From an optimization exercise on the open Yosys and OpenROAD flow, aimed at small area; shortcuts taken in it are not production practice.
Only simulation tests tie the RTL to the original design; equivalence was not proved.
The clock port is modelled as an ideal driver; clocking choices that lean on that would not hold on a real chip.
Power figures rest on the tool's default switching activity, not on a simulated workload.

// reg_file
module reg_file #(
   parameter int DATA_WIDTH = 32,
   parameter int ADDR_WIDTH = 5
) (
   input  logic                  clk,
   input  logic                  rst_n,
   input  logic [DATA_WIDTH-1:0] sbus_in,
   input  logic [ADDR_WIDTH-1:0] write_select,
   input  logic [ADDR_WIDTH-1:0] sbus_select,
   input  logic [ADDR_WIDTH-1:0] alu_select,
   output logic [DATA_WIDTH-1:0] sbus_out,
   output logic [DATA_WIDTH-1:0] alu_out
);
Size in the first run: roughly 990 flip-flops, roughly 110 I/O pins.
==> module reg_file, before the edit <==
module reg_file #(
   parameter int DATA_WIDTH = 32,
   parameter int ADDR_WIDTH = 5
) (
   input  logic                  clk,
   input  logic                  rst_n,
   input  logic [DATA_WIDTH-1:0] sbus_in,
   input  logic [ADDR_WIDTH-1:0] write_select,
   input  logic [ADDR_WIDTH-1:0] sbus_select,
   input  logic [ADDR_WIDTH-1:0] alu_select,
   output logic [DATA_WIDTH-1:0] sbus_out,
   output logic [DATA_WIDTH-1:0] alu_out
);
   localparam int N = 2 ** ADDR_WIDTH;
   logic [N-1:1][DATA_WIDTH-1:0] regs;
   logic [N-1:1][DATA_WIDTH-1:0] regs_d;
   logic [N-1:1] wen, wen_n, rs, ra, wdec_n, hold_n;
   rf_dec_en u_dws (.s(write_select), .en(rst_n), .y_n(wdec_n));
   rf_dec u_dss (.s(sbus_select), .y(rs));
   rf_dec u_das (.s(alu_select), .y(ra));
   for (genvar i = 1; i < N; i++) begin : g_wl
      rf_inv   u_w (.a(wdec_n[i]), .y(wen[i]));
      rf_nand2 u_h (.a(rst_n), .b(wdec_n[i]), .y(hold_n[i]));
      rf_inv   u_n (.a(hold_n[i]), .y(wen_n[i]));
   end
   for (genvar i = 1; i < N; i++) begin : g_row
      for (genvar b = 0; b < DATA_WIDTH; b++) begin : g_bit
         rf_ao22 u_next (.a1(regs[i][b]), .a2(wen_n[i]), .b1(sbus_in[b]), .b2(wen[i]), .y(regs_d[i][b]));
      end
   end
   always_ff @(posedge clk) regs <= regs_d;
   for (genvar b = 0; b < DATA_WIDTH; b++) begin : g_rd
      logic [N-1:1] col;
      for (genvar i = 1; i < N; i++) begin : g_col
         assign col[i] = regs[i][b];
      end
      rf_read u_s (.q(col), .s(rs), .y(sbus_out[b]));
      rf_read u_a (.q(col), .s(ra), .y(alu_out[b]));
   end
endmodule
==> module rf_dec_en, before the edit <==
module rf_dec_en (
   input  logic [4:0]  s,
   input  logic        en,
   output logic [31:1] y_n
);
   logic [4:0] sn;
   logic [3:0] lo;
   logic [7:0] hi;
   for (genvar j = 0; j < 5; j++) begin : g_inv
      rf_inv u (.a(s[j]), .y(sn[j]));
   end
   for (genvar j = 0; j < 4; j++) begin : g_lo
      rf_nor2 u (.a(j[0] ? sn[0] : s[0]), .b(j[1] ? sn[1] : s[1]), .y(lo[j]));
   end
   for (genvar k = 0; k < 8; k++) begin : g_hi
      rf_and4 u (.a(k[0] ? s[2] : sn[2]), .b(k[1] ? s[3] : sn[3]), .c(k[2] ? s[4] : sn[4]),
                 .d(en), .y(hi[k]));
   end
   for (genvar i = 1; i < 32; i++) begin : g_out
      rf_nand2 u (.a(lo[i % 4]), .b(hi[i / 4]), .y(y_n[i]));
   end
endmodule
==> module rf_dec, before the edit <==
module rf_dec (
   input  logic [4:0]  s,
   output logic [31:1] y
);
   logic [4:0] sn;
   logic [3:0] lo;
   logic [7:0] hi;
   logic [31:1] y_n;
   for (genvar j = 0; j < 5; j++) begin : g_inv
      rf_inv u (.a(s[j]), .y(sn[j]));
   end
   for (genvar j = 0; j < 4; j++) begin : g_lo
      rf_nor2 u (.a(j[0] ? sn[0] : s[0]), .b(j[1] ? sn[1] : s[1]), .y(lo[j]));
   end
   for (genvar k = 0; k < 8; k++) begin : g_hi
      rf_and3 u (.a(k[0] ? s[2] : sn[2]), .b(k[1] ? s[3] : sn[3]), .c(k[2] ? s[4] : sn[4]),
                 .y(hi[k]));
   end
   for (genvar i = 1; i < 32; i++) begin : g_out
      rf_nand2 u_n (.a(lo[i % 4]), .b(hi[i / 4]), .y(y_n[i]));
      rf_inv   u_i (.a(y_n[i]), .y(y[i]));
   end
endmodule
==> module rf_and3, before the edit <==
module rf_and3 (input logic a, b, c, output logic y);
   assign y = a & b & c;
endmodule
==> module rf_and4, before the edit <==
module rf_and4 (input logic a, b, c, d, output logic y);
   assign y = a & b & c & d;
endmodule
Settings: LEC_CHECK=0, CAP_MARGIN=20, CELL_PAD_IN_SITES_DETAIL_PLACEMENT=1, CELL_PAD_IN_SITES_GLOBAL_PLACEMENT=2, CORE_MARGIN=2, CORE_UTILIZATION=40, GPL_TIMING_DRIVEN=0, SLEW_MARGIN=20, SYNTH_HIERARCHICAL=1; clock period 8.0 ns.
standard.sh (not shown) runs the stock make flow with config.mk's settings and CLKGATE_MAP_FILE= SYNTH_SCRIPT=/design/flow/synth_recipe.tcl, a recipe that flattens the netlist after the stock synthesis.
==> flow/flow/run.sh <==
#!/bin/bash
# The standard layout (standard.sh) with settings that ORFS reads from the environment:
#  - the register bits placed as a regular array around global placement (place_array.tcl),
#  - small port buffers, and no large buffers in repair (dont_use.tcl, dont_use_late.tcl),
#  - inv_2 (same area as inv_1) driving the long register lines (line_drivers.tcl),
#  - a clock tree of clkbuf_4 without dummy loads.
# Synthesis is the standard one, run unchanged.
set -euo pipefail
W=$(pwd)
F=$W/flow
bash standard.sh synth > $W/synth.log 2>&1
export PRE_GLOBAL_PLACE_SKIP_IO_TCL=$F/array_fix.tcl
export PRE_GLOBAL_PLACE_TCL=$F/array_fix_du.tcl
export POST_GLOBAL_PLACE_TCL=$F/array_release.tcl
export PRE_RESIZE_TCL=$F/resize_pre.tcl
export PRE_CTS_TCL=$F/dont_use.tcl
export PRE_GLOBAL_ROUTE_TCL=$F/dont_use_late.tcl
export BUFFER_PORTS_ARGS="-buffer_cell sky130_fd_sc_hd__buf_1"
export CTS_ARGS="-sink_clustering_enable -repair_clock_nets -dont_use_dummy_load -buf_list {sky130_fd_sc_hd__clkbuf_4} -sink_clustering_size 9 -sink_clustering_max_diameter 40"
bash standard.sh finish > $W/layout.log 2>&1
Other scripts of this flow, unchanged in this note and not shown: flow/flow/array_fix.tcl, flow/flow/array_fix_du.tcl, flow/flow/array_release.tcl, flow/flow/dont_use.tcl, flow/flow/dont_use_late.tcl, flow/flow/line_drivers.tcl, flow/flow/place_array.tcl, flow/flow/resize_pre.tcl
Then changed:
--- a/flow/design.v
+++ b/flow/design.v
@@ -12,13 +12,15 @@
    output logic [DATA_WIDTH-1:0] alu_out
 );
    localparam int N = 2 ** ADDR_WIDTH;
    logic [N-1:1][DATA_WIDTH-1:0] regs;
    logic [N-1:1][DATA_WIDTH-1:0] regs_d;
    logic [N-1:1] wen, wen_n, rs, ra, wdec_n, hold_n;
-   rf_dec_en u_dws (.s(write_select), .en(rst_n), .y_n(wdec_n));
+   logic rst;
+   rf_inv u_rst (.a(rst_n), .y(rst));
+   rf_dec_en u_dws (.s(write_select), .en_n(rst), .y_n(wdec_n));
    rf_dec u_dss (.s(sbus_select), .y(rs));
    rf_dec u_das (.s(alu_select), .y(ra));
    for (genvar i = 1; i < N; i++) begin : g_wl
       rf_inv   u_w (.a(wdec_n[i]), .y(wen[i]));
       rf_nand2 u_h (.a(rst_n), .b(wdec_n[i]), .y(hold_n[i]));
       rf_inv   u_n (.a(hold_n[i]), .y(wen_n[i]));
@@ -37,27 +39,27 @@
       rf_read u_s (.q(col), .s(rs), .y(sbus_out[b]));
       rf_read u_a (.q(col), .s(ra), .y(alu_out[b]));
    end
 endmodule
 module rf_dec_en (
    input  logic [4:0]  s,
-   input  logic        en,
+   input  logic        en_n,
    output logic [31:1] y_n
 );
    logic [4:0] sn;
    logic [3:0] lo;
    logic [7:0] hi;
    for (genvar j = 0; j < 5; j++) begin : g_inv
       rf_inv u (.a(s[j]), .y(sn[j]));
    end
    for (genvar j = 0; j < 4; j++) begin : g_lo
       rf_nor2 u (.a(j[0] ? sn[0] : s[0]), .b(j[1] ? sn[1] : s[1]), .y(lo[j]));
    end
    for (genvar k = 0; k < 8; k++) begin : g_hi
-      rf_and4 u (.a(k[0] ? s[2] : sn[2]), .b(k[1] ? s[3] : sn[3]), .c(k[2] ? s[4] : sn[4]),
-                 .d(en), .y(hi[k]));
+      rf_nor4 u (.a(k[0] ? sn[2] : s[2]), .b(k[1] ? sn[3] : s[3]), .c(k[2] ? sn[4] : s[4]),
+                 .d(en_n), .y(hi[k]));
    end
    for (genvar i = 1; i < 32; i++) begin : g_out
       rf_nand2 u (.a(lo[i % 4]), .b(hi[i / 4]), .y(y_n[i]));
    end
 endmodule
 module rf_dec (
@@ -72,13 +74,13 @@
       rf_inv u (.a(s[j]), .y(sn[j]));
    end
    for (genvar j = 0; j < 4; j++) begin : g_lo
       rf_nor2 u (.a(j[0] ? sn[0] : s[0]), .b(j[1] ? sn[1] : s[1]), .y(lo[j]));
    end
    for (genvar k = 0; k < 8; k++) begin : g_hi
-      rf_and3 u (.a(k[0] ? s[2] : sn[2]), .b(k[1] ? s[3] : sn[3]), .c(k[2] ? s[4] : sn[4]),
+      rf_nor3 u (.a(k[0] ? sn[2] : s[2]), .b(k[1] ? sn[3] : s[3]), .c(k[2] ? sn[4] : s[4]),
                  .y(hi[k]));
    end
    for (genvar i = 1; i < 32; i++) begin : g_out
       rf_nand2 u_n (.a(lo[i % 4]), .b(hi[i / 4]), .y(y_n[i]));
       rf_inv   u_i (.a(y_n[i]), .y(y[i]));
    end
@@ -109,17 +111,17 @@
 module rf_inv (input logic a, output logic y);
    assign y = ~a;
 endmodule
 module rf_nor2 (input logic a, b, output logic y);
    assign y = ~(a | b);
 endmodule
-module rf_and3 (input logic a, b, c, output logic y);
-   assign y = a & b & c;
+module rf_nor3 (input logic a, b, c, output logic y);
+   assign y = ~(a | b | c);
 endmodule
-module rf_and4 (input logic a, b, c, d, output logic y);
-   assign y = a & b & c & d;
+module rf_nor4 (input logic a, b, c, d, output logic y);
+   assign y = ~(a | b | c | d);
 endmodule
 module rf_nand2 (input logic a, b, output logic y);
    assign y = ~(a & b);
 endmodule
 module rf_nand3 (input logic a, b, c, output logic y);
    assign y = ~(a & b & c);
=> The changed run produced a clean layout. Global-route usage drops by 0.24 points. Hold slack stays flat. Maximum frequency climbs by 1.4%. Design area hardly moves. Sequential share of layout area stays flat. Via count barely changes. Non-clock buffer count stays the same. Total power is about the same. Routed wire length hardly moves. Utilization drops by 0.37 points. Clock-buffer cell count drops by 4. Die area barely changes. Sequential power stays flat.

-- re-timing with driven ports --
Ports are ideal in the flow. The routed layouts listed here were re-timed in OpenROAD.
Step 1 sets driving cells, clkbuf_16 on the clock port and buf_2 on the other inputs (assumed; they add their load-dependent delay and slew).
Step 2 times the ports against the registers' clock, not the clock port: input delays grow and output delays shrink by t, the midpoint of the rising clock arrivals with the driver on.
Three values: ideal ports, drivers, drivers and shift; two values: the first two.
run	shift t [ns]	setup WS [ns]	hold slack, ns	worst setup path at the end	worst register clock-pin slew, ns
the first run	1.089	1.872 / 1.846 / 1.846	0.515 / 0.515 / 0.515	input to output	0.11 / 0.11
the second run	1.149	1.957 / 1.933 / 1.933	0.516 / 0.516 / 0.516	input to output	0.11 / 0.11
After both steps every run listed still meets setup and hold. For the first run, which loses most, drivers alone change the setup slack by -0.026 ns; drivers and shift together by -0.026 ns.
